From an optimization exercise on the open Yosys and OpenROAD flow, aimed at small area, a short achievable clock period and few clock cycles per item; shortcuts taken in it are not production practice.
In this exercise RTL edits were held to simulation tests only and were not proved equivalent to the original.
No activity file was given, so power comes from the tool's default toggle rates.

## flow/design.v

```verilog
package cafl_pkg;
    localparam int unsigned DATA_W    = 16;
    localparam int unsigned S_TDATA_W = 40;
    localparam int unsigned M_TDATA_W = 24;
    localparam logic [4:0] OP_MOV  = 5'd0;
    localparam logic [4:0] OP_ADD  = 5'd1;
    localparam logic [4:0] OP_SUB  = 5'd2;
    localparam logic [4:0] OP_UMUL = 5'd3;
    localparam logic [4:0] OP_SMUL = 5'd4;
    localparam logic [4:0] OP_UDIV = 5'd5;
    localparam logic [4:0] OP_SDIV = 5'd6;
    localparam logic [4:0] OP_UMOD = 5'd7;
    localparam logic [4:0] OP_SMOD = 5'd8;
    localparam logic [4:0] OP_AND  = 5'd9;
    localparam logic [4:0] OP_OR   = 5'd10;
    localparam logic [4:0] OP_XOR  = 5'd11;
    localparam logic [4:0] OP_NOT  = 5'd12;
    localparam logic [4:0] OP_NEG  = 5'd13;
    localparam logic [4:0] OP_INC  = 5'd14;
    localparam logic [4:0] OP_DEC  = 5'd15;
    localparam logic [4:0] OP_SHL  = 5'd16;
    localparam logic [4:0] OP_SHR  = 5'd17;
    localparam logic [4:0] OP_SAR  = 5'd18;
    localparam logic [4:0] OP_ROL  = 5'd19;
    localparam logic [4:0] OP_ROR  = 5'd20;
    localparam logic [4:0] OP_BTST = 5'd21;
    localparam logic [4:0] OP_ADC  = 5'd22;
    localparam logic [4:0] OP_SBC  = 5'd23;
    localparam logic [4:0] OP_MULC = 5'd24;
    localparam logic [4:0] OP_UCMP = 5'd30;
    localparam logic [4:0] OP_SCMP = 5'd31;
    localparam logic [2:0] K_NORM = 3'd0;   
    localparam logic [2:0] K_BTST = 3'd1;   
    localparam logic [2:0] K_CMP  = 3'd2;   
    localparam logic [2:0] K_ILL  = 3'd3;   
    localparam logic [2:0] K_DZ   = 3'd4;   
    localparam logic [2:0] K_MUL  = 3'd5;   
    localparam logic [2:0] K_DIV  = 3'd6;   
endpackage
module cafl_csa #(
    parameter int N = 22
) (
    input  logic [N-1:0] x,
    input  logic [N-1:0] y,
    input  logic [N-1:0] z,
    output logic [N-1:0] s,
    output logic [N-1:0] c
);
    assign s = x ^ y ^ z;
    assign c = ((x & y) | (x & z) | (y & z)) << 1;
endmodule
module cafl_prep #(
    parameter int W = 4
) (
    input  logic        aclk,
    input  logic        aresetn,
    input  logic        load,
    input  logic [15:0] a,          
    input  logic [15:0] b,          
    input  logic        sgn,        
    input  logic        neg,        
    input  logic        cin,        
    input  logic        release_i,
    output logic        busy,
    output logic [15:0] res,
    output logic        cy
);
    localparam int STEPS = 16 / W;
    localparam int VW    = 21;      
    logic [15:0] a_q, l_q;
    logic [16:0] hs_q, hc_q;
    logic        cb_q;
    logic        sgn_q, neg_q;
    logic [3:0]  cnt_q;
    logic [15:0] sa, sl;
    logic [16:0] shs, shc;
    logic        scb;
    assign sa  = load ? a : a_q;
    assign sl  = load ? b : l_q;
    assign shs = load ? 17'd0 : hs_q;
    assign shc = load ? 17'd0 : hc_q;
    assign scb = load ? cin : cb_q;
    logic [VW-1:0] pp [0:W-1];
    always_comb begin
        for (int j = 0; j < W; j++) begin
            pp[j] = ({{(VW-16){1'b0}}, sa} & {VW{sl[j]}}) << j;
        end
    end
    logic [VW-1:0] s1, c1, s2, c2, s3, c3, s4, c4;
    cafl_csa #(.N(VW)) u_c1 (.x({4'd0, shs}), .y({4'd0, shc}), .z(pp[0]), .s(s1), .c(c1));
    cafl_csa #(.N(VW)) u_c2 (.x(pp[1]), .y(pp[2]), .z(pp[3]), .s(s2), .c(c2));
    cafl_csa #(.N(VW)) u_c3 (.x(s1), .y(c1), .z(s2), .s(s3), .c(c3));
    cafl_csa #(.N(VW)) u_c4 (.x(s3), .y(c3), .z(c2), .s(s4), .c(c4));
    logic [W:0] low;
    assign low = {1'b0, s4[W-1:0]} + {1'b0, c4[W-1:0]} + {{W{1'b0}}, scb};
    always_ff @(posedge aclk) begin
        if (!aresetn) busy <= 1'b0;
        else if (load) busy <= 1'b1;
        else if (release_i) busy <= 1'b0;
    end
    always_ff @(posedge aclk) begin
        if (load || cnt_q != STEPS[3:0]) begin
            a_q   <= sa;
            l_q   <= {low[W-1:0], sl[15:W]};
            hs_q  <= s4[VW-1:W];
            hc_q  <= c4[VW-1:W];
            cb_q  <= low[W];
            cnt_q <= load ? 4'd1 : cnt_q + 1'b1;
        end
        if (load) begin
            sgn_q <= sgn;
            neg_q <= neg;
        end
    end
    logic [15:0] nl, hx, hk;
    logic        unused_c1, hnz;
    cafl_add #(.N(16)) u_nl (.a(~l_q), .b(16'd0), .ci(1'b1), .y(nl), .co(unused_c1));
    assign hx  = hs_q[15:0] ^ hc_q[15:0];
    assign hk  = {hs_q[14:0] | hc_q[14:0], cb_q};
    assign hnz = (hx != hk);
    assign res = neg_q ? nl : l_q;
    assign cy  = sgn_q ? (!neg_q && (hnz || l_q[15])) : hnz;
endmodule
module cafl_div4 (
    input  logic [3:0] n,
    input  logic [3:0] d,
    output logic [3:0] q,
    output logic [3:0] r
);
    logic [1:0] t1, q1, r1;
    logic [3:0] t2;
    logic [4:0] d2;
    logic [5:0] d3;
    logic       c1, c2, c3;
    always_comb begin
        t1 = n[3:2];
        if (d == 4'd1) begin
            q1 = t1;
            r1 = 2'd0;
        end else if (d[3:2] == 2'b00 && t1 >= d[1:0]) begin
            q1 = 2'd1;
            r1 = t1 - d[1:0];
        end else begin
            q1 = 2'd0;
            r1 = t1;
        end
        t2 = {r1, n[1:0]};
        case (d[2:0])
            3'd1: d3 = 6'd3;
            3'd2: d3 = 6'd6;
            3'd3: d3 = 6'd9;
            3'd4: d3 = 6'd12;
            3'd5: d3 = 6'd15;
            default: d3 = 6'd16;
        endcase
        if (d[3]) d3 = 6'd16;
        d2 = {d, 1'b0};
        c1 = ({1'b0, t2} >= {1'b0, d});
        c2 = ({1'b0, t2} >= d2);
        c3 = ({2'b00, t2} >= d3);
        if (c3)      begin r = t2 - d3[3:0]; q = {q1, 2'd3}; end
        else if (c2) begin r = t2 - d2[3:0]; q = {q1, 2'd2}; end
        else if (c1) begin r = t2 - d;       q = {q1, 2'd1}; end
        else         begin r = t2;           q = {q1, 2'd0}; end
    end
endmodule
module cafl_add #(
    parameter int N = 16
) (
    input  logic [N-1:0] a,
    input  logic [N-1:0] b,
    input  logic         ci,
    output logic [N-1:0] y,
    output logic         co
);
    logic [N-1:0] x, g, p;
    logic [N-1:0] gl [0:5];
    logic [N-1:0] pl [0:5];
    always_comb begin
        x = a ^ b;
        g = a & b;
        p = x;
        g[0] = g[0] | (p[0] & ci);
        p[0] = 1'b0;
        gl[0] = g;
        pl[0] = p;
        for (int l = 0; l < 5; l++) begin
            gl[l+1] = gl[l];
            pl[l+1] = pl[l];
            for (int i = 0; i < N; i++) begin
                if (((i >> l) & 1) == 1) begin
                    gl[l+1][i] = gl[l][i] | (pl[l][i] & gl[l][((i >> l) << l) - 1]);
                    pl[l+1][i] = pl[l][i] & pl[l][((i >> l) << l) - 1];
                end
            end
        end
        y[0] = x[0] ^ ci;
        for (int i = 1; i < N; i++) y[i] = x[i] ^ gl[5][i-1];
        co = gl[5][N-1];
    end
endmodule
module cafl_cneg #(
    parameter int N = 16
) (
    input  logic [N-1:0] a,
    input  logic         neg,
    output logic [N-1:0] y
);
    logic [N-1:0] lo;    
    always_comb begin
        lo[0] = 1'b0;
        for (int i = 1; i < N; i++) lo[i] = lo[i-1] | a[i-1];
        y = a ^ ({N{neg}} & lo);
    end
endmodule
module cafl_sub #(
    parameter int N = 18
) (
    input  logic [N-1:0] a,
    input  logic [N-1:0] b,
    output logic [N-1:0] d,
    output logic         ge
);
    cafl_add #(.N(N)) u_add (.a(a), .b(~b), .ci(1'b1), .y(d), .co(ge));
endmodule
module cafl_div_stage (
    input  logic        aclk,
    input  logic        aresetn,
    input  logic        load,       
    input  logic [15:0] num,        
    input  logic [3:0]  rem0,       
    input  logic [15:0] den,        
    input  logic [17:0] den3,       
    input  logic        sel_r,      
    input  logic        neg_q,      
    input  logic        neg_r,      
    input  logic        release_i,  
    output logic        busy,
    output logic [15:0] res,
    output logic        zf          
);
    logic [15:0] rem_q, nq_q, den_q;
    logic [17:0] den3_q;
    logic [3:0]  cnt_q;
    logic sel_r_q, neg_q_q, neg_r_q;
    logic [17:0] t, r1, r2, r3;
    logic        c1, c2, c3;
    logic [15:0] rem_n;
    logic [1:0]  qd;
    logic [17:0] den3_full;
    logic        unused_c3;
    cafl_add #(.N(18)) u_d3 (.a({2'b00, den_q}), .b({1'b0, den_q, 1'b0}), .ci(1'b0),
                             .y(den3_full), .co(unused_c3));
    assign t = {rem_q, nq_q[15:14]};
    cafl_sub #(.N(18)) u_s1 (.a(t), .b({2'b00, den_q}),        .d(r1), .ge(c1));
    cafl_sub #(.N(18)) u_s2 (.a(t), .b({1'b0, den_q, 1'b0}),   .d(r2), .ge(c2));
    cafl_sub #(.N(18)) u_s3 (.a(t), .b(den3_q),                .d(r3), .ge(c3));
    always_comb begin
        if (c3)      begin rem_n = r3[15:0]; qd = 2'd3; end
        else if (c2) begin rem_n = r2[15:0]; qd = 2'd2; end
        else if (c1) begin rem_n = r1[15:0]; qd = 2'd1; end
        else         begin rem_n = t[15:0];  qd = 2'd0; end
    end
    always_ff @(posedge aclk) begin
        if (!aresetn) busy <= 1'b0;
        else if (load) busy <= 1'b1;
        else if (release_i) busy <= 1'b0;
    end
    always_ff @(posedge aclk) begin
        if (load) begin
            rem_q   <= {12'd0, rem0};
            nq_q    <= num;
            den_q   <= den;
            den3_q  <= den3;
            cnt_q   <= 4'd2;
            sel_r_q <= sel_r;
            neg_q_q <= neg_q;
            neg_r_q <= neg_r;
        end else if (cnt_q != 4'd8) begin
            if (cnt_q == 4'd2) den3_q <= den3_full;
            rem_q <= rem_n;
            nq_q  <= {nq_q[13:0], qd};
            cnt_q <= cnt_q + 1'b1;
        end
    end
    logic [15:0] dmr, negq;
    logic        unused_ge, unused_co;
    cafl_sub #(.N(16)) u_dmr (.a(den_q), .b(rem_q), .d(dmr), .ge(unused_ge));
    cafl_add #(.N(16)) u_neg (.a(~nq_q), .b(16'd0), .ci(1'b1), .y(negq), .co(unused_co));
    always_comb begin
        if (sel_r_q) res = (neg_r_q && rem_q != '0) ? dmr : rem_q;
        else         res = neg_q_q ? negq : nq_q;
    end
    assign zf = sel_r_q ? (rem_q == 16'd0) : (nq_q == 16'd0);
endmodule
module cafl_post (
    input  logic        aclk,
    input  logic        aresetn,
    input  logic        push,       
    input  logic [20:0] din,
    output logic        full,       
    output logic        full_n,     
    output logic        m_tvalid,
    input  logic        m_tready,
    output logic [23:0] m_tdata
);
    logic        hv, sv;
    logic [20:0] head, skid;
    logic        take;
    assign take = hv && m_tready;
    assign full = sv;
    always_comb begin
        full_n = sv;
        if (sv) begin
            if (take) full_n = 1'b0;
        end else if (push) begin
            if (hv && !take) full_n = 1'b1;
        end
    end
    always_ff @(posedge aclk) begin
        if (!aresetn) begin
            hv <= 1'b0;
            sv <= 1'b0;
        end else begin
            sv <= full_n;
            if (!sv) begin
                if (push) begin
                    if (!(hv && !take)) hv <= 1'b1;
                end else if (take) begin
                    hv <= 1'b0;
                end
            end
        end
    end
    always_ff @(posedge aclk) begin
        if (sv) begin
            if (take) head <= skid;
        end else if (push) begin
            if (hv && !take) skid <= din;
            else head <= din;
        end
    end
    assign m_tvalid = hv;
    assign m_tdata  = {3'b000, head};
endmodule
module cpu_alu_with_flags (
    input  logic                            aclk,
    input  logic                            aresetn,
    input  logic                            s_tvalid,
    output logic                            s_tready,
    input  logic [cafl_pkg::S_TDATA_W-1:0]  s_tdata,
    output logic                            m_tvalid,
    input  logic                            m_tready,
    output logic [cafl_pkg::M_TDATA_W-1:0]  m_tdata
);
    localparam int MW    = 4;             
    localparam int NDIV  = 2;             
    localparam int ND    = 7;             
    localparam int DXFER = ND + 1;        
    localparam int MXFER = 16 / MW + 1;   
    localparam int R_S   = 0;    
    localparam int R_SUM = 1;    
    localparam int R_AND = 2;
    localparam int R_OR  = 3;
    localparam int R_XOR = 4;
    localparam int R_NOT = 5;
    localparam int R_SH  = 6;    
    localparam int R_D   = 7;    
    localparam int C_CO  = 0;    
    localparam int C_NCO = 1;    
    localparam int C_SC  = 2;    
    localparam int C_D15 = 3;    
    typedef struct packed {
        logic [2:0] kind;
        logic [7:0] rsel;
        logic [3:0] csel;
        logic       zx_bt;    
        logic       zx_eq;    
        logic       nega;     
        logic       b_s;      
        logic       b_ns;     
        logic       b_one;    
        logic       cin;
        logic       left;     
        logic       mlo;      
        logic       mhi;      
        logic       fill;     
        logic       big;      
        logic       dneg;     
        logic       sneg;     
        logic       divop;    
        logic       mulop;    
        logic       sel_r;    
        logic       negq;
        logic       negr;
        logic       msgn;     
        logic       mneg;     
        logic       mcin;     
    } ctl_t;
    function automatic ctl_t decode(input logic [4:0] op, input logic [15:0] dv,
                                    input logic [15:0] sv, input logic c);
        ctl_t k;
        logic bigs, sz;
        k = '0;
        bigs = |sv[15:4];
        sz   = (sv == 16'd0);
        k.kind = cafl_pkg::K_NORM;
        k.b_s  = 1'b1;
        k.rsel[R_D] = 1'b1;
        case (op)
            cafl_pkg::OP_MOV: k.rsel = 8'd1 << R_S;
            cafl_pkg::OP_ADD: begin k.rsel = 8'd1 << R_SUM; k.csel[C_CO] = 1'b1; k.b_s = 1'b1; end
            cafl_pkg::OP_ADC: begin
                k.rsel = 8'd1 << R_SUM; k.csel[C_CO] = 1'b1; k.b_s = 1'b1; k.cin = c;
            end
            cafl_pkg::OP_SUB: begin
                k.rsel = 8'd1 << R_SUM; k.csel[C_NCO] = 1'b1; k.b_s = 1'b0; k.b_ns = 1'b1;
                k.cin = 1'b1;
            end
            cafl_pkg::OP_SBC: begin
                k.rsel = 8'd1 << R_SUM; k.csel[C_NCO] = 1'b1; k.b_s = 1'b0; k.b_ns = 1'b1;
                k.cin = !c;
            end
            cafl_pkg::OP_UMUL, cafl_pkg::OP_SMUL, cafl_pkg::OP_MULC: begin
                k.kind = cafl_pkg::K_MUL;
                k.mulop = 1'b1;
                k.msgn = (op == cafl_pkg::OP_SMUL);
                k.dneg = (op == cafl_pkg::OP_SMUL) && dv[15];
                k.sneg = (op == cafl_pkg::OP_SMUL) && sv[15];
                k.mneg = (op == cafl_pkg::OP_SMUL) && (dv[15] ^ sv[15]);
                k.mcin = (op == cafl_pkg::OP_MULC) && c;
            end
            cafl_pkg::OP_UDIV, cafl_pkg::OP_SDIV, cafl_pkg::OP_UMOD, cafl_pkg::OP_SMOD: begin
                k.kind  = sz ? cafl_pkg::K_DZ : cafl_pkg::K_DIV;
                k.divop = 1'b1;
                k.dneg  = ((op == cafl_pkg::OP_SDIV) || (op == cafl_pkg::OP_SMOD)) && dv[15];
                k.sneg  = (op == cafl_pkg::OP_SDIV) && sv[15];
                k.sel_r = (op == cafl_pkg::OP_UMOD) || (op == cafl_pkg::OP_SMOD);
                k.negq  = (op == cafl_pkg::OP_SDIV) && (dv[15] ^ sv[15]);
                k.negr  = (op == cafl_pkg::OP_SMOD) && dv[15];
            end
            cafl_pkg::OP_AND: k.rsel = 8'd1 << R_AND;
            cafl_pkg::OP_OR:  k.rsel = 8'd1 << R_OR;
            cafl_pkg::OP_XOR: k.rsel = 8'd1 << R_XOR;
            cafl_pkg::OP_NOT: k.rsel = 8'd1 << R_NOT;
            cafl_pkg::OP_NEG: k.nega = 1'b1;    
            cafl_pkg::OP_INC: begin
                k.rsel = 8'd1 << R_SUM; k.csel[C_CO] = 1'b1; k.cin = 1'b1; k.b_s = 1'b0;
            end
            cafl_pkg::OP_DEC: begin
                k.rsel = 8'd1 << R_SUM; k.csel[C_NCO] = 1'b1; k.b_one = 1'b1; k.b_s = 1'b0;
            end
            cafl_pkg::OP_SHL: begin
                k.rsel = 8'd1 << R_SH; k.csel[C_D15] = 1'b1; k.left = 1'b1; k.mlo = 1'b1; k.big = bigs;
            end
            cafl_pkg::OP_SHR: begin k.rsel = 8'd1 << R_SH; k.mhi = 1'b1; k.big = bigs; end
            cafl_pkg::OP_SAR: begin
                k.rsel = 8'd1 << R_SH; k.mhi = 1'b1; k.fill = 1'b1; k.big = bigs;
            end
            cafl_pkg::OP_ROL: begin k.rsel = 8'd1 << R_SH; k.left = 1'b1; end
            cafl_pkg::OP_ROR: k.rsel = 8'd1 << R_SH;
            cafl_pkg::OP_BTST: begin k.kind = cafl_pkg::K_BTST; k.zx_bt = 1'b1; end
            cafl_pkg::OP_UCMP: begin
                k.kind = cafl_pkg::K_CMP; k.csel[C_NCO] = 1'b1; k.b_s = 1'b0; k.b_ns = 1'b1;
                k.cin = 1'b1; k.zx_eq = 1'b1;
            end
            cafl_pkg::OP_SCMP: begin
                k.kind = cafl_pkg::K_CMP; k.csel[C_SC] = 1'b1; k.b_s = 1'b0; k.b_ns = 1'b1;
                k.cin = 1'b1;
                k.zx_eq = 1'b1;
            end
            default: k.kind = cafl_pkg::K_ILL;
        endcase
        decode = k;
    endfunction
    logic        r1_v;
    logic [15:0] aa, bb;
    logic [3:0]  ramt;
    ctl_t        k;
    logic [15:0] aa_in, bb_in;
    ctl_t        k_in;
    localparam logic [3:0] T_MUL = 4'b0110;
    localparam logic [3:0] T_DIV = 4'b0111;
    logic [ND:1][3:0]  dl_t;
    logic [ND:1][15:0] dl_res;
    logic [3:0]        tag_in;
    logic adv, full, issue, r1_take;
    logic is_mul, is_div;
    assign adv    = !full;
    assign is_mul = (k.kind == cafl_pkg::K_MUL);
    assign is_div = (k.kind == cafl_pkg::K_DIV);
    logic [15:0] res;
    logic        cy, zx;
    logic        cout;
    logic [15:0] sum;
    logic [3:0]  n;
    logic [15:0] rot, tlo, thi, shv;
    logic [31:0] dd;
    cafl_add #(.N(16)) u_alu_add (.a(aa), .b(bb), .ci(k.cin), .y(sum), .co(cout));
    logic [15:0] dres;
    cafl_cneg #(.N(16)) u_dres (.a(aa), .neg(k.dneg), .y(dres));
    always_comb begin
        n    = bb[3:0];
        dd   = {aa, aa};
        rot  = dd[ramt +: 16];
        for (int i = 0; i < 16; i++) begin
            tlo[i] = (i < n);
            thi[i] = ((15 - i) < n);
        end
        if (k.big) shv = {16{k.fill & aa[15]}};
        else shv = (rot & ~({16{k.mlo}} & tlo) & ~({16{k.mhi}} & thi))
                 | ({16{k.fill & aa[15]}} & thi);
        res = ({16{k.rsel[R_S]}}   & bb)
            | ({16{k.rsel[R_SUM]}} & sum)
            | ({16{k.rsel[R_AND]}} & (aa & bb))
            | ({16{k.rsel[R_OR]}}  & (aa | bb))
            | ({16{k.rsel[R_XOR]}} & (aa ^ bb))
            | ({16{k.rsel[R_NOT]}} & ~aa)
            | ({16{k.rsel[R_SH]}}  & shv)
            | ({16{k.rsel[R_D]}}   & dres);
        cy  = (k.csel[C_CO] & cout) | (k.csel[C_NCO] & !cout)
            | (k.csel[C_SC] & ((aa[15] ^ !bb[15]) ? aa[15] : !cout))
            | (k.csel[C_D15] & aa[15]);
        zx  = (k.zx_bt & !aa[n]) | (k.zx_eq & ((aa ^ bb) == 16'hFFFF));
    end
    logic [15:0] num, den;    
    logic        m_busy, m_cy, m_rel;
    logic [15:0] m_res;
    assign m_rel = adv && (dl_t[MXFER-1] == T_MUL);
    cafl_prep #(.W(MW)) u_mul (
        .aclk      (aclk),
        .aresetn   (aresetn),
        .load      (mload_q),
        .a         (num),
        .b         (den),
        .sgn       (k.msgn),
        .neg       (k.mneg),
        .cin       (k.mcin),
        .release_i (m_rel),
        .busy      (m_busy),
        .res       (m_res),
        .cy        (m_cy)
    );
    logic [NDIV-1:0] dv_busy, dv_load, dv_rel;
    logic [NDIV-1:0][15:0] dv_res;
    logic [NDIV-1:0]       dv_zf;
    logic [0:0]  wp, rp;
    logic        rd_div;
    logic [17:0] den3;
    assign num = aa;
    assign den = bb;
    logic [3:0] q2, r2, qt, rt;
    cafl_div4 u_div4 (.n(aa[15:12]), .d(bb[3:0]), .q(qt), .r(rt));
    always_comb begin
        if (bb[15:4] != 12'd0) begin
            q2 = 4'd0;
            r2 = aa[15:12];
        end else begin
            q2 = qt;
            r2 = rt;
        end
        if (bb[15:5] == 11'd0 && bb[4:0] <= 5'd21)
            den3 = {11'd0, bb[4:0], 1'b0} + {13'd0, bb[4:0]};
        else
            den3 = 18'd64;
    end
    assign rd_div = adv && (dl_t[DXFER-1] == T_DIV);
    for (genvar j = 0; j < NDIV; j++) begin : g_div
        assign dv_load[j] = dload_q[j];
        assign dv_rel[j]  = rd_div && (rp == j);
        cafl_div_stage u_div (
            .aclk      (aclk),
            .aresetn   (aresetn),
            .load      (dv_load[j]),
            .num       ({num[11:0], q2}),
            .rem0      (r2),
            .den       (den),
            .den3      (den3),
            .sel_r     (k.sel_r),
            .neg_q     (k.negq),
            .neg_r     (k.negr),
            .release_i (dv_rel[j]),
            .busy      (dv_busy[j]),
            .res       (dv_res[j]),
            .zf        (dv_zf[j])
        );
    end
    always_ff @(posedge aclk) begin
        if (!aresetn) begin
            wp <= '0;
            rp <= '0;
        end else begin
            if (|dload_q) wp <= ~wp;
            if (rd_div) rp <= ~rp;
        end
    end
    logic            r1_take_q, issue_q;
    logic            mload_q;               
    logic [NDIV-1:0] dload_q;               
    assign issue = issue_q;
    logic            full_n, adv_n, r1_v_n, m_busy_n, m_rel_n, rd_div_n;
    logic [3:0]      mt_n, dt_n;
    logic [2:0]      kind_n;
    logic [0:0]      wp_n, rp_n;
    logic [NDIV-1:0] dv_busy_n;
    logic            is_mul_n, is_div_n, can_issue_n;
    always_comb begin
        adv_n    = !full_n;
        r1_v_n   = r1_take ? s_tvalid : r1_v;
        is_mul_n = (r1_take && s_tvalid) ? k_in.mulop : k.mulop;
        kind_n   = (r1_take && s_tvalid) ? k_in.kind : k.kind;
        is_div_n = (r1_take && s_tvalid) ? k_in.divop : k.divop;
        mt_n     = adv ? dl_t[MXFER-2] : dl_t[MXFER-1];
        dt_n     = adv ? dl_t[DXFER-2] : dl_t[DXFER-1];
        m_busy_n = mload_q ? 1'b1 : m_rel ? 1'b0 : m_busy;
        for (int j = 0; j < NDIV; j++)
            dv_busy_n[j] = dv_load[j] ? 1'b1 : dv_rel[j] ? 1'b0 : dv_busy[j];
        wp_n     = (|dload_q) ? ~wp : wp;
        rp_n     = rd_div ? ~rp : rp;
        m_rel_n  = adv_n && (mt_n == T_MUL);
        rd_div_n = adv_n && (dt_n == T_DIV);
        can_issue_n = 1'b1;
        if (is_mul_n && m_busy_n && !m_rel_n) can_issue_n = 1'b0;
        if (is_div_n && dv_busy_n[wp_n] && !(rd_div_n && (rp_n == wp_n))) can_issue_n = 1'b0;
    end
    always_ff @(posedge aclk) begin
        if (!aresetn) begin
            r1_take_q <= 1'b1;
            issue_q   <= 1'b0;
            mload_q   <= 1'b0;
            dload_q   <= '0;
        end else begin
            r1_take_q <= !r1_v_n || (adv_n && can_issue_n);
            issue_q   <= r1_v_n && adv_n && can_issue_n;
            mload_q   <= r1_v_n && adv_n && can_issue_n && is_mul_n;
            for (int j = 0; j < NDIV; j++)
                dload_q[j] <= r1_v_n && adv_n && can_issue_n && (kind_n == cafl_pkg::K_DIV)
                              && (wp_n == j);
        end
    end
    assign r1_take  = r1_take_q;
    assign s_tready = r1_take_q;
    logic [15:0] ad_in, as_in;
    cafl_cneg #(.N(16)) u_absd (.a(s_tdata[20:5]), .neg(k_in.nega | k_in.dneg), .y(ad_in));
    cafl_cneg #(.N(16)) u_abss (.a(s_tdata[36:21]), .neg(k_in.sneg), .y(as_in));
    always_comb begin
        k_in  = decode(s_tdata[4:0], s_tdata[20:5], s_tdata[36:21], s_tdata[37]);
        aa_in = ad_in;
        bb_in = ({16{k_in.b_s}} & as_in) | ({16{k_in.b_ns}} & ~s_tdata[36:21])
              | {16{k_in.b_one}};
    end
    always_ff @(posedge aclk) begin
        if (!aresetn) r1_v <= 1'b0;
        else if (r1_take) r1_v <= s_tvalid;
    end
    always_ff @(posedge aclk) begin
        if (r1_take && s_tvalid) begin
            aa   <= aa_in;
            bb   <= bb_in;
            ramt <= k_in.left ? 4'd0 - s_tdata[24:21] : s_tdata[24:21];
            k    <= k_in;
        end
    end
    always_comb begin
        case (k.kind)
            cafl_pkg::K_NORM: tag_in = {3'b010, cy};
            cafl_pkg::K_BTST: tag_in = {3'b100, zx};
            cafl_pkg::K_CMP:  tag_in = {2'b11, cy, zx};
            cafl_pkg::K_ILL:  tag_in = 4'b0001;
            cafl_pkg::K_DZ:   tag_in = 4'b0010;
            cafl_pkg::K_MUL:  tag_in = T_MUL;
            default:          tag_in = T_DIV;
        endcase
        if (!issue) tag_in = 4'b0000;
    end
    always_ff @(posedge aclk) begin
        if (!aresetn) begin
            dl_t <= '0;
        end else if (adv) begin
            dl_t[1] <= tag_in;
            for (int i = 2; i <= ND; i++) begin
                if (i == MXFER && dl_t[i-1] == T_MUL) dl_t[i] <= {3'b010, m_cy};
                else dl_t[i] <= dl_t[i-1];
            end
        end
    end
    always_ff @(posedge aclk) begin
        if (adv) begin
            dl_res[1] <= res;
            for (int i = 2; i <= ND; i++) begin
                if (i == MXFER && dl_t[i-1] == T_MUL) dl_res[i] <= m_res;
                else dl_res[i] <= dl_res[i-1];
            end
        end
    end
    logic [15:0] o_res;
    logic        o_cy, o_zf, o_wr, o_ill, o_dz;
    logic [3:0]  ot;
    logic        o_div, o_cmp, o_zx;
    always_comb begin
        ot    = dl_t[ND];
        o_div = (ot == T_DIV);
        o_cmp = (ot[3:2] == 2'b11);
        o_zx  = ((ot[3:1] == 3'b100) && ot[0]) || (o_cmp && ot[0]);
        o_cy  = ((ot[3:1] == 3'b010) && ot[0]) || (o_cmp && ot[1]);
        if (o_div) begin
            o_res = dv_res[rp];
            o_zf  = dv_zf[rp];
        end else begin
            o_res = dl_res[ND];
            o_zf  = o_zx || (!o_cmp && (o_res == '0));
        end
        o_wr  = (ot[3:1] == 3'b010) || o_div;
        o_ill = (ot == 4'b0001);
        o_dz  = (ot == 4'b0010);
    end
    cafl_post u_out (
        .aclk     (aclk),
        .aresetn  (aresetn),
        .push     (adv && (dl_t[ND] != 4'b0000)),
        .din      ({o_dz, o_ill, o_wr, o_zf, o_cy, o_res}),
        .full     (full),
        .full_n   (full_n),
        .m_tvalid (m_tvalid),
        .m_tready (m_tready),
        .m_tdata  (m_tdata)
    );
endmodule
```

## flow/run.sh

```bash
#!/bin/bash
# synth_recipe.tcl (not shown) runs the flow's synth.tcl, then flattens the netlist and writes it again
# the make line also repeats each setting of config.mk as NAME=value (left out here)
make -C /OpenROAD-flow-scripts/flow DESIGN_CONFIG=/design/flow/config.mk WORK_HOME=/design/flow/orfs CLKGATE_MAP_FILE= SYNTH_SCRIPT=/design/flow/synth_recipe.tcl finish
```

## flow/config.mk

```make
export PLATFORM = sky130hd
export DESIGN_NAME = cpu_alu_with_flags
export DESIGN_NICKNAME = cpu_alu_with_flags
export VERILOG_FILES = /design/flow/design.v
export SDC_FILE = /design/flow/constraint.sdc
export NUM_CORES = 4
export LEC_CHECK = 0
export CAP_MARGIN = 20
export CORE_MARGIN = 2
export CORE_UTILIZATION = 55
export CTS_CLUSTER_DIAMETER = 80
export CTS_CLUSTER_SIZE = 25
export SETUP_SLACK_MARGIN = 5
export SLEW_MARGIN = 20
```

## flow/constraint.sdc

```tcl
create_clock -name core_clock -period 9.0 [get_ports {aclk}]
set_input_delay 1.8000 -clock core_clock [delete_from_list [all_inputs] [get_ports {aclk}]]
set_output_delay 1.8000 -clock core_clock [all_outputs]
set_load 0.01 [all_outputs]
```

==> impl_metrics.csv, run 1 <==
group,metric,value,unit
place,io_buffers,64,
global_route,grt_pass1_vias,25415,
sta,fin_crit_sh,43.56,%
clocking,hold_buffers,0,
clocking,cts.sinks,477,
sta,slew_viol_final,0,
critical_path,crit_type,"input pin to register",
detailed_routing,drtIter0Drc,2200,
critical_path,crit_fanout,4,
yosys,synth_ff_type,"edfxtp_1",
yosys,synth_warnings,14,
clocking,tritoncts,"done",
power_and_ir_drop,netSwitchingFraction,41.99,%
detailed_routing,first_pass_iters,5,
sta,fmax,255.1,MHz
detailed_routing,drcViolationCount,0,
yosys,ys_types,90,
yosys,ys_seq_area_share,39.99,%
die,initial_core_util,55.39,%
critical_path,cp-start-kind,"input pin",
yosys,synthCells,3381,
layout,seq_area,13610,um2
detailed_routing,wl_per_cell,22.29,um
layout,nets,3805,
critical_path,r2r_setup_slack,5.12,ns
power_and_ir_drop,p_leak,0.01480,uW
place,dpl.hpwl,67550,um
global_route,grt_overflow,0,
worst_hold_path,hold_class,"register to register",
power_and_ir_drop,total_power,10740,uW
global_route,grt_pass1_wl,145200,um
critical_path,cp_data_arrival_time,4.23,ns
critical_path,endpoint_kind,"register",
global_route,grt_use_total,29.49,%
die,die_h,252.6,um
die,core-area,61370,um2
detailed_routing,routed_via_density,6.050,
layout,final_common_cell,"edfxtp_1",
place,gp_congestion,0.9456,
layout,area_growth,8.771,%
yosys,synth.avg_cell_area,10.05,um2
sta,fin_setup_tns,0,ns
power_and_ir_drop,power.internal,6230,uW
power_and_ir_drop,ir_drop,0.2888,mV
yosys,synth_edf_count,404,
power_and_ir_drop,power_density,290.5,nW/um2
power_and_ir_drop,switching_power,4510,uW
global_route,antenna_found_initial,4,
detailed_routing,postRouteAntennaNets,0,
place,dpl_worst_slack,3.998,ns
critical_path,critical_path_required,9.31,ns
global_route,grt_max_degree,78,
layout,mostFrequentLayoutCells,"edfxtp_1 (404), inv_1 (311), nor2_1 (300), ha_1 (263), nand2_1 (227)",
status,status,"timing/DRC/antenna clean",
die,ios,70,
layout,nFillCells,5181,
detailed_routing,via_count,25465,
yosys,synth.cell_area,33990,um2
yosys,synth_async_sr_flop_share,0,%
power_and_ir_drop,power.share.sequential,34.0,%
layout,multi_input_area,18790,um2
detailed_routing,wl,93830,um
die,dieArea,63810,um2
clocking,htreeDepth,2,
yosys,ys_ff_latch,477,
sta,fin_ws,5.080,ns
sta,hold_viol,0,
sta,worst_pin_slew,1.032,ns
clocking,clk_path_buf_depth,3,
clocking,cts_buffers,34,
die,fp-row-count,91,
clocking,clock-root-buffer,"clkbuf_16",
layout,fin_area,36980,um2
sta,fin_worst_skew,0.04756,ns
die,fp.dieW,252.6,um
clocking,clk_latency,0.59,ns
sta,min_period,3.920,ns
power_and_ir_drop,p_clk_share,15.4,%
place,post_dp_cell_area,35370,um2
layout,drive_above_1_share,8.721,%
sta,slew_headroom,30.35,%
run,drv_cap,0,
power_and_ir_drop,pwr-share-comb,50.5,%
clocking,clk_pin_slew,0.08,ns
sta,setup_viol,0,
sta,rsz0062_at_grt,"yes",
[flip-flops by register name, summed over array words and instances (netlist names), 16 cells and up]
name and flops:
u_out.skid 21, dl_t 28, dl_res 112, bb 16, g_div.u_div.den3_q 36, g_div.u_div.rem_q 32, k 30, u_mul.a_q 16
u_out.head 21, g_div.u_div.den_q 32, u_mul.l_q 16, u_mul.hc_q 16, g_div.u_div.nq_q 32, aa 16
[what timing repair did]
action                                  in CTS  in global routing
gates cloned                                 0                  4
pin swaps                                    1                  9
resized for setup                           37                 40
buffers inserted                             9                 14
endpoints found under the setup margin      43                 38
[critical path, cell delays in order]
cell and delay, ns:
clkdlybuf4s50_1 0.46, or4_4 0.51, or3_4 0.35, or4_4 0.47, nor4_4 0.18, nand2b_1 0.14
o31ai_2 0.21, xnor2_1 0.10
[metal layers]
| metal | vias to the layer above | routed length (um) | track usage (%) |
|---|---|---|---|
| li1 | 12115 | - | - |
| met1 | 12358 | 39190 | 38.57 |
| met2 | 811 | 44870 | 49.22 |
| met3 | 181 | 5604 | 3.790 |
| met4 | 0 | 4163 | 13.02 |
| met5 | - | 0 | 0 |
[area by class of cell]
type / instances / area share (%)
tap: 790 / 2.673
clock buffer: 44 / 2.514
antenna: 2 / 0.01354
inverter: 317 / 3.265
clock inverter: 17 / 0.5685
timing repair buffer: 132 / 3.350
sequential: 477 / 36.80
multi-input combinational: 2430 / 50.82
[synthesized netlist by cell type (44+ instances only)]
cell type,n,share of area (%)
a21oi_1,212,3.1
clkbuf_1,138,1.5
dfxtp_1,73,4.3
edfxtp_1,404,36
fa_1,105,6.2
ha_1,264,9.7
inv_1,315,3.5
mux2_2,69,2.3
mux2i_1,73,2.1
nand2_1,228,2.5
nand2b_1,62,1.1
nand3_1,65,0.96
nor2_1,303,3.3
nor2b_1,74,1.4
nor3_1,58,0.85
o211ai_1,44,0.97
o21ai_0,184,2.7
xnor2_1,116,3.0
xor2_1,82,2.1
[power groups by stage]
stage | clock (uW) | combinational (uW) | sequential [uW]
2_1_floorplan | 0 | 4040 | 3470
3_3_place_gp | 0 | 5110 | 3690
3_5_place_dp | 0 | 5310 | 3700
4_1_cts | 1700 | 5380 | 3650
5_1_grt | 1760 | 6210 | 3710
6_report | 1660 | 5430 | 3650
[through the flow]
stage	util, %	instances	hold slack [ns]
after global placement	57.63	4119	0.4014
after floorplan	-	3383	0.4003
final	60.25	4209	0.4164
after global routing	60.24	4207	0.4208
after detailed placement	57.63	4119	0.4045
after CTS	59.80	4189	0.4110
[cell families after synthesis]
family                   Yosys count  share of synthesized area, %
multiplexers                     165                         5.959
other                              1                       0.01103
flip-flops                       477                         39.99
AND/OR/NAND/NOR                  921                         12.93
XOR/XNOR                         198                         5.101
adder cells (fa/ha/maj)          369                         15.90
AO/OA/AOI/OAI                    772                         14.72
buffers and inverters            478                         5.396
[final timing paths]
kind | end | cells past startpoint | startpoint
setup / recovery | aa[15]$_DFFE_PP_ | 8 | s_tdata[7]
hold / removal | dl_res[33]$_DFFE_PN_ | 0 | dl_res[17]$_DFFE_PN_
setup reg to reg | u_out.head[13]$_DFFE_PP_ | 11 | g_div[1].u_div.rem_q[5]$_SDFFE_PP0P_
hold reg to reg | dl_res[33]$_DFFE_PN_ | 0 | dl_res[17]$_DFFE_PN_
Testbench counts, summed over its fixed seeds: cycles 17,485, items 16,000.
==> inputs of run 2 (changes only) <==
--- a/flow/config.mk
+++ b/flow/config.mk
@@ -7,7 +7,7 @@
 export LEC_CHECK = 0
 export CAP_MARGIN = 20
 export CORE_MARGIN = 2
-export CORE_UTILIZATION = 55
+export CORE_UTILIZATION = 40
 export CTS_CLUSTER_DIAMETER = 80
 export CTS_CLUSTER_SIZE = 25
 export SETUP_SLACK_MARGIN = 5
==> impl_metrics.csv, run 2 <==
group,metric,value,unit
status,status,"timing/DRC/antenna clean",
sta,fin_setup_tns,0,ns
yosys,synth.avg_cell_area,10.05,um2
critical_path,crit_chain,"inv_1 -> ha_1 -> a21o_1 -> or3_1 -> o2111ai_1 -> a21oi_1 -> nor3_1 -> xor2_1 -> a311oi_1 -> a211oi_1 -> nor3_1",
critical_path,cp_data_arrival_time,4.30,ns
critical_path,cp-start-kind,"register",
yosys,ys_ff_latch,477,
layout,final_common_cell,"edfxtp_1",
power_and_ir_drop,p_leak,0.01483,uW
critical_path,endpoint_kind,"register",
sta,fmax,254.3,MHz
sta,min_period,3.933,ns
yosys,synth_common_cells,"edfxtp_1 (404), inv_1 (315), nor2_1 (303)",
layout,nFillCells,7885,
clocking,htreeDepth,2,
yosys,synth_async_sr_flop_share,0,%
die,fp.dieW,295.5,um
detailed_routing,first_pass_iters,6,
sta,setup_viol,0,
sta,rsz0062_at_grt,"no",
clocking,cts.sinks,477,
critical_path,max_stage_delay,0.73,ns
detailed_routing,drcViolationCount,0,
sta,hold_viol,0,
power_and_ir_drop,power_density,287.1,nW/um2
clocking,clock-root-buffer,"clkbuf_16",
die,fp-row-count,106,
worst_hold_path,hold_class,"register to register",
worst_hold_path,holdPathStages,0,
layout,nets,3801,
die,ios,70,
critical_path,crit_slowest_cell,"a311oi_1",
sta,fin_crit_sh,43.70,%
critical_path,r2r_cells,11,
global_route,grt_max_degree,85,
place,gp_congestion,0.9089,
detailed_routing,drtIter0Drc,2064,
yosys,yosysTopAreaCell,"edfxtp_1",
yosys,synth_ff_type,"edfxtp_1",
die,initial_core_util,40.49,%
layout,multi_input_area,18770,um2
clocking,clk_latency,0.61,ns
clocking,cts_buffers,37,
yosys,netlist.area_leader.share,35.69,%
critical_path,critical_path_required,9.37,ns
layout,largest_reg_flops,112,
place,dpl.hpwl,64930,um
yosys,synth_warnings,14,
global_route,grt_use_total,20.77,%
yosys,synth.cell_area,33990,um2
clocking,clk_path_buf_depth,3,
yosys,synth_edf_count,404,
global_route,grt_pass1_wl,141000,um
sta,slew_headroom,28.61,%
sta,worst_pin_slew,1.071,ns
global_route,grt_overflow,0,
layout,max_flop_register,"dl_res",
sta,slew_viol_final,0,
sta,fin_worst_skew,0.04747,ns
run,drv_cap,0,
clocking,clk_pin_slew,0.09,ns
yosys,synthCells,3381,
detailed_routing,via_count,24834,
layout,fin_util,44.59,%
critical_path,crit_fanout,7,
power_and_ir_drop,ir_drop,0.2877,mV
layout,mostFrequentLayoutCells,"edfxtp_1 (404), inv_1 (311), nor2_1 (300), ha_1 (262), nand2_1 (227)",
layout,drive_above_1_share,8.811,%
critical_path,timing.critical_path.mode_cell,"nor3_1",
layout,top_regs,"dl_res x112, g_div.u_div.den3_q x36",
detailed_routing,routed_via_density,5.457,
detailed_routing,wl_per_cell,19.87,um
yosys,yosysMostFrequentCell,"edfxtp_1",
detailed_routing,postRouteAntennaNets,0,
yosys,synth_area_leaders,"edfxtp_1 (36%), ha_1 (9.7%), fa_1 (6.2%)",
place,io_buffers,64,
layout,area_growth,10.11,%
clocking,tritoncts,"done",
critical_path,crit_type,"register to register",
yosys,ys_types,90,
global_route,antenna_found_initial,6,
layout,seq_area,13610,um2
die,dieArea,87330,um2
die,die_h,295.5,um
yosys,ys_seq_area_share,39.99,%
die,core-area,83950,um2
global_route,grt_pass1_vias,24285,
detailed_routing,wl,90440,um
## run 2: cell counts after synthesis
Identical to the previous run, type by type.
## run 2: final timing paths
path / slack (ns) / startpoint / endpoint
max reg2reg: 5.07 / g_div[1].u_div.rem_q[5]$_SDFFE_PP0P_ / u_out.head[14]$_DFFE_PP_
min: 0.38 / dl_res[6]$_DFFE_PN_ / dl_res[22]$_DFFE_PN_
max: 5.07 / g_div[1].u_div.rem_q[5]$_SDFFE_PP0P_ / u_out.head[14]$_DFFE_PP_
min reg2reg: 0.38 / dl_res[6]$_DFFE_PN_ / dl_res[22]$_DFFE_PN_
## run 2: cell families after synthesis
family | synth area share [%]
AOI/OAI and AO/OA | 14.72
xor gates and xnor gates | 5.101
adders and majority gates | 15.90
buffers and inverters | 5.396
DFF | 39.99
muxes | 5.959
other | 0.01103
and+or+nand+nor | 12.93
## run 2: what timing repair did
item                       4_1_cts  5_1_grt
pin swaps                        1        9
gates cloned                     0        1
hold buffers                     0        0
hold endpoints to repair         0        0
gates resized for setup         30       37
setup buffers                    7       17
setup endpoints to repair       60       46
## run 2: cell type report
| class | count | share of cell area [%] |
|---|---|---|
| multi-input combinational | 2429 | 50.15 |
| sequential | 477 | 36.35 |
| tap | 1134 | 3.790 |
| inverter | 317 | 3.216 |
| timing repair buffer | 126 | 3.045 |
| clock buffer | 45 | 2.694 |
| clock inverter | 22 | 0.7487 |
| antenna | 1 | 0.006685 |
## run 2: stage by stage
stage / total power (uW) / instance area, um2 / hold slack [ns] / std cells / worst slack, ns
6_report: 10750 / 37430 / 0.3753 / 4551 / 5.067
5_1_grt: 11710 / 37430 / 0.3809 / 4550 / 4.975
3_3_place_gp: 8801 / 35760 / 0.4015 / 4457 / 3.993
2_1_floorplan: 7516 / 34020 / 0.4003 / 3383 / 5.015
3_5_place_dp: 8913 / 35760 / 0.4045 / 4457 / 3.960
4_1_cts: 10770 / 37190 / 0.3743 / 4531 / 4.914
## run 2: critical path: cells and delay by family, from the launching register on
kind | cells | cell delay (ns)
flip-flops | 1 | 0.53
AND/OR/NAND/NOR | 3 | 0.98
XOR/XNOR | 1 | 0.12
buffers and inverters | 1 | 0.13
AO/OA/AOI/OAI | 5 | 1.62
adder cells (fa/ha/maj) | 1 | 0.34
## run 2: metal layers
metal | share of wire [%] | global-route usage (%) | vias to the layer above | wire length (um)
met1 | 45 | 28.28 | 11914 | 40770
met2 | 47 | 34.48 | 642 | 42170
li1 | - | - | 12140 | -
met3 | 4.9 | 2.097 | 138 | 4419
met4 | 3.4 | 7.255 | 0 | 3076
met5 | 0 | 0 | - | 0
## run 2: power by group
group	internal [uW]	switching (uW)
Combinational	2250	3050
Clock	883	921
Sequential	3150	488
Total	6290	4460
==> inputs of run 3 (changes only) <==
--- a/flow/design.v
+++ b/flow/design.v
@@ -230,7 +230,6 @@
     input  logic [15:0] num,        
     input  logic [3:0]  rem0,       
     input  logic [15:0] den,        
-    input  logic [17:0] den3,       
     input  logic        sel_r,      
     input  logic        neg_q,      
     input  logic        neg_r,      
@@ -240,21 +239,23 @@
     output logic        zf          
 );
     logic [15:0] rem_q, nq_q, den_q;
-    logic [17:0] den3_q;
     logic [3:0]  cnt_q;
     logic sel_r_q, neg_q_q, neg_r_q;
     logic [17:0] t, r1, r2, r3;
     logic        c1, c2, c3;
     logic [15:0] rem_n;
     logic [1:0]  qd;
-    logic [17:0] den3_full;
-    logic        unused_c3;
-    cafl_add #(.N(18)) u_d3 (.a({2'b00, den_q}), .b({1'b0, den_q, 1'b0}), .ci(1'b0),
-                             .y(den3_full), .co(unused_c3));
     assign t = {rem_q, nq_q[15:14]};
     cafl_sub #(.N(18)) u_s1 (.a(t), .b({2'b00, den_q}),        .d(r1), .ge(c1));
     cafl_sub #(.N(18)) u_s2 (.a(t), .b({1'b0, den_q, 1'b0}),   .d(r2), .ge(c2));
-    cafl_sub #(.N(18)) u_s3 (.a(t), .b(den3_q),                .d(r3), .ge(c3));
+    logic [19:0] x3, m1, m2, s3, k3;
+    logic        unused_c4;
+    assign m1 = ~{4'd0, den_q};
+    assign m2 = ~{3'd0, den_q, 1'b0};
+    cafl_csa #(.N(20)) u_c3 (.x({2'd0, t}), .y(m1), .z(m2), .s(s3), .c(k3));
+    cafl_add #(.N(20)) u_s3 (.a(s3), .b({k3[19:1], 1'b1}), .ci(1'b1), .y(x3), .co(unused_c4));
+    assign r3 = x3[17:0];
+    assign c3 = !x3[19];
     always_comb begin
         if (c3)      begin rem_n = r3[15:0]; qd = 2'd3; end
         else if (c2) begin rem_n = r2[15:0]; qd = 2'd2; end
@@ -271,13 +272,11 @@
             rem_q   <= {12'd0, rem0};
             nq_q    <= num;
             den_q   <= den;
-            den3_q  <= den3;
             cnt_q   <= 4'd2;
             sel_r_q <= sel_r;
             neg_q_q <= neg_q;
             neg_r_q <= neg_r;
         end else if (cnt_q != 4'd8) begin
-            if (cnt_q == 4'd2) den3_q <= den3_full;
             rem_q <= rem_n;
             nq_q  <= {nq_q[13:0], qd};
             cnt_q <= cnt_q + 1'b1;
@@ -389,6 +388,7 @@
         logic       dneg;     
         logic       sneg;     
         logic       divop;    
+        logic       dsmall;   
         logic       mulop;    
         logic       sel_r;    
         logic       negq;
@@ -435,6 +435,7 @@
                 k.divop = 1'b1;
                 k.dneg  = ((op == cafl_pkg::OP_SDIV) || (op == cafl_pkg::OP_SMOD)) && dv[15];
                 k.sneg  = (op == cafl_pkg::OP_SDIV) && sv[15];
+                k.dsmall = k.sneg ? (sv[15:4] == 12'hFFF && sv[3:0] != 4'd0) : (sv[15:4] == 12'd0);
                 k.sel_r = (op == cafl_pkg::OP_UMOD) || (op == cafl_pkg::OP_SMOD);
                 k.negq  = (op == cafl_pkg::OP_SDIV) && (dv[15] ^ sv[15]);
                 k.negr  = (op == cafl_pkg::OP_SMOD) && dv[15];
@@ -546,23 +547,18 @@
     logic [NDIV-1:0]       dv_zf;
     logic [0:0]  wp, rp;
     logic        rd_div;
-    logic [17:0] den3;
     assign num = aa;
     assign den = bb;
     logic [3:0] q2, r2, qt, rt;
     cafl_div4 u_div4 (.n(aa[15:12]), .d(bb[3:0]), .q(qt), .r(rt));
     always_comb begin
-        if (bb[15:4] != 12'd0) begin
+        if (!k.dsmall) begin
             q2 = 4'd0;
             r2 = aa[15:12];
         end else begin
             q2 = qt;
             r2 = rt;
         end
-        if (bb[15:5] == 11'd0 && bb[4:0] <= 5'd21)
-            den3 = {11'd0, bb[4:0], 1'b0} + {13'd0, bb[4:0]};
-        else
-            den3 = 18'd64;
     end
     assign rd_div = adv && (dl_t[DXFER-1] == T_DIV);
     for (genvar j = 0; j < NDIV; j++) begin : g_div
@@ -575,7 +571,6 @@
             .num       ({num[11:0], q2}),
             .rem0      (r2),
             .den       (den),
-            .den3      (den3),
             .sel_r     (k.sel_r),
             .neg_q     (k.negq),
             .neg_r     (k.negr),
--- a/flow/config.mk
+++ b/flow/config.mk
@@ -7,7 +7,7 @@
 export LEC_CHECK = 0
 export CAP_MARGIN = 20
 export CORE_MARGIN = 2
-export CORE_UTILIZATION = 40
+export CORE_UTILIZATION = 55
 export CTS_CLUSTER_DIAMETER = 80
 export CTS_CLUSTER_SIZE = 25
 export SETUP_SLACK_MARGIN = 5
==> impl_metrics.csv, run 3 <==
group,metric,value,unit
layout,largest_reg_flops,112,
layout,area_growth,8.561,%
clocking,cts_buffers,29,
power_and_ir_drop,pwr-share-comb,53.1,%
yosys,synth_async_sr_flop_share,0,%
yosys,synth_top_family_by_area,"adder cells",
sta,fmax,251.9,MHz
clocking,clk_latency,0.64,ns
power_and_ir_drop,ir_drop,0.2793,mV
clocking,clk_pin_slew,0.10,ns
place,dpl_worst_slack,3.902,ns
sta,fin_setup_tns,0,ns
detailed_routing,wl_per_cell,22.33,um
sta,setup_viol,0,
yosys,synth.cell_area,31960,um2
sta,fin_ws,5.031,ns
layout,mostFrequentLayoutCells,"edfxtp_1 (369), inv_1 (281), nor2_1 (280), ha_1 (218), nand2_1 (197)",
yosys,synthAdderAreaFrac,16.46,%
worst_hold_path,hold_class,"register to register",
detailed_routing,first_pass_iters,6,
yosys,yosys.area_share.simple,11.86,%
yosys,synth_warnings,17,
global_route,grt_pass1_vias,24197,
power_and_ir_drop,switching_power,4532,uW
clocking,clk_path_buf_depth,3,
layout,drive_above_1_share,8.352,%
yosys,synthCells,3142,
yosys,synth_edf_count,369,
yosys,synth-xor-area-share,4.439,%
yosys,synth_area_leaders,"edfxtp_1 (35%), ha_1 (8.6%), fa_1 (7.9%)",
global_route,grt_overflow,0,
yosys,netlist.area_leader.share,34.67,%
sta,fin_crit_sh,44.11,%
power_and_ir_drop,power.internal,6023,uW
sta,hold_ws,0.4160,ns
critical_path,crit_type,"register to register",
critical_path,path_buf_inv,2,
die,ios,70,
die,die_h,245.1,um
layout,nets,3539,
critical_path,crit_fanout,18,
power_and_ir_drop,power_density,304.2,nW/um2
place,gp_congestion,0.9471,
critical_path,cp-start-kind,"register",
global_route,grt_use_total,29.40,%
clocking,tritoncts,"done",
status,status,"timing/DRC/antenna clean",
detailed_routing,routed_via_density,6.191,
layout,diodes,0,
yosys,synth-compound-area-share,15.70,%
global_route,grt_pass1_wl,137400,um
yosys,synth.avg_cell_area,10.17,um2
critical_path,crit_slowest_cell,"edfxtp_1",
die,fp-row-count,88,
clocking,hold_buffers,0,
layout,max_flop_register,"dl_res",
sta,fin_worst_skew,0.03195,ns
yosys,synth_ff_type,"edfxtp_1",
critical_path,critical_path_required,9.52,ns
yosys,yosysMostFrequentCell,"edfxtp_1",
place,dpl.hpwl,64280,um
power_and_ir_drop,p_clk_share,14.6,%
yosys,synthMuxAreaShare,7.128,%
clocking,clock-root-buffer,"clkbuf_16",
sta,slew_viol_final,0,
detailed_routing,drtIter0Drc,1998,
run,drv_cap,0,
critical_path,endpoint_kind,"register",
detailed_routing,drcViolationCount,0,
die,core-area,57590,um2
critical_path,cp_data_arrival_time,4.49,ns
global_route,grt_max_degree,77,
critical_path,cpLargestDelayFamily,"compound AO/OA/AOI/OAI gates",
clocking,cts.sinks,442,
die,initial_core_util,55.51,%
clocking,htreeDepth,1,
power_and_ir_drop,netSwitchingFraction,42.94,%
sta,min_period,3.969,ns
sta,worst_pin_slew,0.9751,ns
detailed_routing,postRouteAntennaNets,0,
detailed_routing,wl,87930,um
yosys,ys_ff_latch,442,
yosys,ys_types,92,
sta,hold_viol,0,
critical_path,crit_chain,"inv_1 -> fa_1 -> ha_1 -> a21oi_1 -> nand2_1 -> a22o_1 -> a311oi_4 -> o31ai_2 -> buf_4 -> nand2b_1 -> or3_1 -> o311ai_0",
power_and_ir_drop,power.share.sequential,32.4,%
yosys,yosysTopAreaCell,"edfxtp_1",
detailed_routing,via_count,24382,
die,fp.dieW,245.1,um
sta,rsz0062_at_grt,"yes",
yosys,synth_common_cells,"edfxtp_1 (369), inv_1 (285), nor2_1 (282)",
yosys,ys_seq_area_share,39.24,%
global_route,antenna_found_initial,5,
layout,final_common_cell,"edfxtp_1",
critical_path,max_stage_delay,0.47,ns
layout,fin_util,60.26,%
sta,slew_headroom,34.92,%
power_and_ir_drop,total_power,10560,uW
power_and_ir_drop,p_leak,0.01375,uW
place,io_buffers,64,
die,dieArea,60060,um2
run 3: cells by family (layout without fill, tap and decap cells):
family	Yosys count	after routing
buffers and inverters	433	462
AND/OR/NAND/NOR	801	801
multiplexers	193	193
XOR/XNOR	162	162
other	1	3
AO/OA/AOI/OAI	765	765
adder cells (fa/ha/maj)	345	345
flip-flops	442	442
run 3: through the flow:
step	cell area, um2	cells
floorplan	31980	3144
global placement	33400	3877
detailed placement	33400	3877
CTS	34560	3933
global route	34700	3938
finish	34700	3938
run 3: final timing paths:
| check | start | to | slack (ns) | cells after the start |
|---|---|---|---|---|
| max | g_div[0].u_div.den_q[2]$_DFFE_PP_ | g_div[0].u_div.rem_q[13]$_SDFFE_PP0P_ | 5.03 | 12 |
| min | dl_res[19]$_DFFE_PN_ | dl_res[35]$_DFFE_PN_ | 0.42 | 0 |
| max reg2reg | g_div[0].u_div.den_q[2]$_DFFE_PP_ | g_div[0].u_div.rem_q[13]$_SDFFE_PP0P_ | 5.03 | 12 |
| min reg2reg | dl_res[19]$_DFFE_PN_ | dl_res[35]$_DFFE_PN_ | 0.42 | 0 |
run 3: power groups by stage:
stage | registers, uW | clock network (uW) | logic, uW
after floorplan | 3260 | 0 | 4180
after global placement | 3450 | 0 | 5300
after detailed placement | 3460 | 0 | 5510
after CTS | 3410 | 1570 | 5570
after global routing | 3480 | 1640 | 6370
final | 3420 | 1540 | 5600
run 3: layout make-up:
type	count	area (um2)
multi-input combinational	2269	17940
clock buffer	35	790.8
sequential	442	12550
tap	765	957.2
fill	4866	22880
clock inverter	19	280.3
timing repair buffer	117	1081
inverter	291	1100
run 3: layer usage:
layer	global-route usage [%]	vias to the layer above	part of all wire, %
met5	0	-	0
met4	13.22	0	4.7
met3	2.777	192	5.9
met2	49.54	860	48
met1	38.58	11897	42
li1	-	11433	-
run 3: repair_timing:
action,CTS,global route
setup buffers,2,4
endpoints found under the setup margin,35,27
resized for setup,23,32
pin swaps,4,4
Testbench counts of run 3, summed over its fixed seeds: cycles 17,485, items 16,000.
==> inputs of run 4 (changes only) <==
==> flow/flow/run.sh (new file) <==
#!/bin/bash
# Layout flow: the standard flow (standard.sh: unchanged synthesis and
# steps, the design's clock and I/O constraints), with every port still
# buffered but by a plain buffer (buf_2) rather than the delay buffer the
# port-buffering step picks by default.
set -euo pipefail
bash standard.sh "BUFFER_PORTS_ARGS=-buffer_cell sky130_fd_sc_hd__buf_2" finish > standard_flow.log 2>&1
==> flow/standard.sh (new file) <==
#!/bin/bash
# synth_recipe.tcl (not shown) runs the flow's synth.tcl, then flattens the netlist and writes it again
# the make line also repeats each setting of config.mk as NAME=value (left out here)
make -C /OpenROAD-flow-scripts/flow DESIGN_CONFIG=/design/flow/config.mk WORK_HOME=/design/flow/orfs CLKGATE_MAP_FILE= SYNTH_SCRIPT=/design/flow/synth_recipe.tcl "${@:-finish}"
removed: flow/run.sh
==> impl_metrics.csv, run 4 <==
group,metric,value,unit
worst_hold_path,hold_class,"register to register",
critical_path,endpoint_kind,"register",
critical_path,cpLargestDelayFamily,"compound AO/OA/AOI/OAI gates",
power_and_ir_drop,switching_power,4570,uW
die,dieArea,60060,um2
detailed_routing,first_pass_iters,6,
detailed_routing,wl,88180,um
detailed_routing,postRouteAntennaNets,0,
place,gp_congestion,0.9720,
critical_path,crit_fanout,13,
die,initial_core_util,55.51,%
yosys,synth_ff_type,"edfxtp_1",
power_and_ir_drop,total_power,10580,uW
sta,fin_setup_tns,0,ns
clocking,htreeDepth,1,
place,dpl.hpwl,64190,um
yosys,synthCells,3142,
detailed_routing,drtIter0Drc,1922,
clocking,clk_latency,0.64,ns
yosys,synth-compound-area-share,15.70,%
place,io_buffers,64,
layout,area_growth,7.688,%
yosys,synth_area_leaders,"edfxtp_1 (35%), ha_1 (8.6%), fa_1 (7.9%)",
sta,worst_pin_slew,1.139,ns
die,core-area,57590,um2
yosys,ys_seq_area_share,39.24,%
yosys,ys_ff_latch,442,
yosys,synth-xor-area-share,4.439,%
place,dpl_worst_slack,4.146,ns
die,die_h,245.1,um
critical_path,critical_path_required,9.56,ns
layout,finalNonFillerCells,3943,
die,fp-row-count,88,
global_route,grt_pass1_vias,23849,
critical_path,r2r_cells,10,
clocking,tritoncts,"done",
global_route,grt_overflow,0,
yosys,ys_types,92,
yosys,synthMuxAreaShare,7.128,%
critical_path,endpoint,"dl_t[1]$_SDFFE_PN0N_",
critical_path,regToRegEndpoint,"dl_t[1]$_SDFFE_PN0N_",
power_and_ir_drop,pwr-share-comb,53.5,%
power_and_ir_drop,p_leak,0.01374,uW
yosys,netlist.area_leader.share,34.67,%
power_and_ir_drop,power_density,307.3,nW/um2
critical_path,max_stage_delay,0.93,ns
die,ios,70,
clocking,cts.sinks,442,
layout,fin_util,59.78,%
layout,final_common_cell,"edfxtp_1",
critical_path,crit_chain,"inv_1 -> ha_1 -> nor2b_1 -> o21ai_0 -> a21o_1 -> a31oi_1 -> a211o_1 -> a311oi_1 -> o211ai_1 -> o21ai_0",
critical_path,crit_type,"register to register",
run,drv_cap,0,
clocking,clk_path_buf_depth,3,
yosys,synth.cell_area,31960,um2
yosys,yosys.area_share.simple,11.86,%
yosys,synth_warnings,17,
critical_path,cp-startpoint,"aa[2]$_DFFE_PP_",
critical_path,cp_data_arrival_time,4.50,ns
yosys,synth_edf_count,369,
critical_path,crit_slowest_cell,"a311oi_1",
sta,fmax,253.8,MHz
critical_path,path_buf_inv,1,
sta,slew_viol_final,0,
layout,nets,3543,
clocking,clk_pin_slew,0.10,ns
layout,nFillCells,4922,
place,dp_cells,3876,
sta,min_period,3.939,ns
sta,fin_worst_skew,0.03621,ns
power_and_ir_drop,power.internal,6007,uW
status,status,"timing/DRC/antenna clean",
clocking,clock-root-buffer,"clkbuf_16",
critical_path,timing.rr.start,"aa[2]$_DFFE_PP_",
yosys,synth_top_family_by_area,"adder cells",
clocking,hold_buffers,0,
critical_path,r2r_setup_slack,5.06,ns
critical_path,path_depth,10,
yosys,yosysTopAreaCell,"edfxtp_1",
yosys,synth.avg_cell_area,10.17,um2
sta,hold_viol,0,
power_and_ir_drop,ir_drop,0.2562,mV
yosys,synthAdderAreaFrac,16.46,%
detailed_routing,routed_via_density,6.172,
critical_path,timing.critical_path.mode_cell,"o21ai_0",
detailed_routing,via_count,24337,
layout,largest_reg_flops,112,
layout,max_flop_register,"dl_res",
global_route,grt_pass1_wl,135900,um
sta,rsz0062_at_grt,"no",
clocking,cts_buffers,29,
die,fp.dieW,245.1,um
global_route,antenna_found_initial,5,
sta,setup_viol,0,
power_and_ir_drop,netSwitchingFraction,43.21,%
layout,multi_input_area,17940,um2
yosys,synth_async_sr_flop_share,0,%
layout,mostFrequentLayoutCells,"edfxtp_1 (369), inv_1 (280), nor2_1 (278), ha_1 (218), nand2_1 (197)",
detailed_routing,drcViolationCount,0,
critical_path,cp-start-kind,"register",
detailed_routing,wl_per_cell,22.36,um
sta,fin_ws,5.061,ns
yosys,yosysMostFrequentCell,"edfxtp_1",
power_and_ir_drop,power.share.sequential,32.3,%
sta,slew_headroom,23.59,%
yosys,synth_common_cells,"edfxtp_1 (369), inv_1 (285), nor2_1 (282)",
global_route,grt_max_degree,73,
sta,fin_crit_sh,43.77,%
layout,drive_above_1_share,10.30,%
layout,seq_area,12550,um2
power_and_ir_drop,p_clk_share,14.1,%
global_route,grt_use_total,29.21,%
## run 4: cell type report
cell class	instances	share of cell area, %
antenna	3	0.02181
clock buffer	36	2.246
timing repair buffer	121	2.424
clock inverter	16	0.7415
tap	765	2.781
inverter	291	3.202
multi-input combinational	2269	52.12
sequential	442	36.46
## run 4: cells by family (layout without fill, tap and decap cells)
kind of cell / count (synthesis) / after routing
DFF: 442 / 442
AOI/OAI and AO/OA: 765 / 765
other: 1 / 6
adders and majority gates: 345 / 345
muxes: 193 / 193
xor gates and xnor gates: 162 / 162
buffers and inverters: 433 / 464
and+or+nand+nor: 801 / 801
## run 4: how the worst min path moves through the flow
stage               depth (start not counted)            startpoint               endpoint
floorplan                                   0  dl_res[84]$_DFFE_PN_  dl_res[100]$_DFFE_PN_
global route                                0  dl_res[34]$_DFFE_PN_   dl_res[50]$_DFFE_PN_
finish                                      0  dl_res[34]$_DFFE_PN_   dl_res[50]$_DFFE_PN_
CTS                                         0  dl_res[34]$_DFFE_PN_   dl_res[50]$_DFFE_PN_
detailed placement                          0  dl_res[86]$_DFFE_PN_  dl_res[102]$_DFFE_PN_
global placement                            0  dl_res[21]$_DFFE_PN_   dl_res[37]$_DFFE_PN_
## run 4: power groups by stage
stage	sequential [uW]	combinational, uW	clock (uW)
finish	3420	5660	1490
global route	3470	6450	1590
CTS	3420	5580	1530
detailed placement	3460	5520	0
global placement	3450	5290	0
floorplan	3260	4180	0
## run 4: metrics by stage
stage               hold slack (ns)  area, um2
floorplan                    0.4003      31980
global placement             0.4025      33080
detailed placement           0.4045      33080
CTS                          0.4168      34200
global route                 0.4094      34420
finish                       0.4131      34420
## run 4: per-layer routing
layer	vias up	global-route usage (%)	wire [um]
li1	11410	-	-
met2	817	48.59	41730
met1	11898	38.11	36720
met3	212	3.652	5048
met5	-	0	0
met4	0	13.56	4676
## run 4: repair_timing
| item | in CTS | in global routing |
|---|---|---|
| setup endpoints to repair | 35 | 29 |
| resized for setup | 20 | 29 |
| setup buffers | 2 | 8 |
| pin swaps | 3 | 4 |
| gates cloned | 0 | 1 |

==> port drivers added, routing unchanged <==
Ports are ideal in the flow. The routed layouts listed here were re-timed in OpenROAD.
Step 1: set_driving_cell puts a clkbuf_16 on aclk and a buf_2 on each other input, an assumption about the parent block.
Step 2 moves the port delays by t, midway between the first and last clock arrival at a register: inputs arrive t later, outputs are due t later. That takes back most of the time a late clock gives input paths.
Slacks: ideal / step 1 / step 2; pairs: ideal / step 1.
| run | t (ns) | slack for setup (ns) | worst register clock-pin slew, ns | worst slew at a driven data input, ns |
|---|---|---|---|---|
| run 1 | 0.636 | 5.080 / 5.121 / 4.485 | 0.10 / 0.10 | 0.05 |
| run 2 | 0.651 | 5.067 / 5.067 / 4.495 | 0.11 / 0.11 | 0.07 |
| run 3 | 0.690 | 5.031 / 5.031 / 4.438 | 0.10 / 0.10 | 0.05 |
| run 4 | 0.678 | 5.061 / 5.061 / 4.521 | 0.10 / 0.10 | 0.04 |
After both steps every run listed still meets setup and hold. For run 1, which loses most, drivers alone change the setup slack by +0.041 ns; drivers and shift together by -0.595 ns.
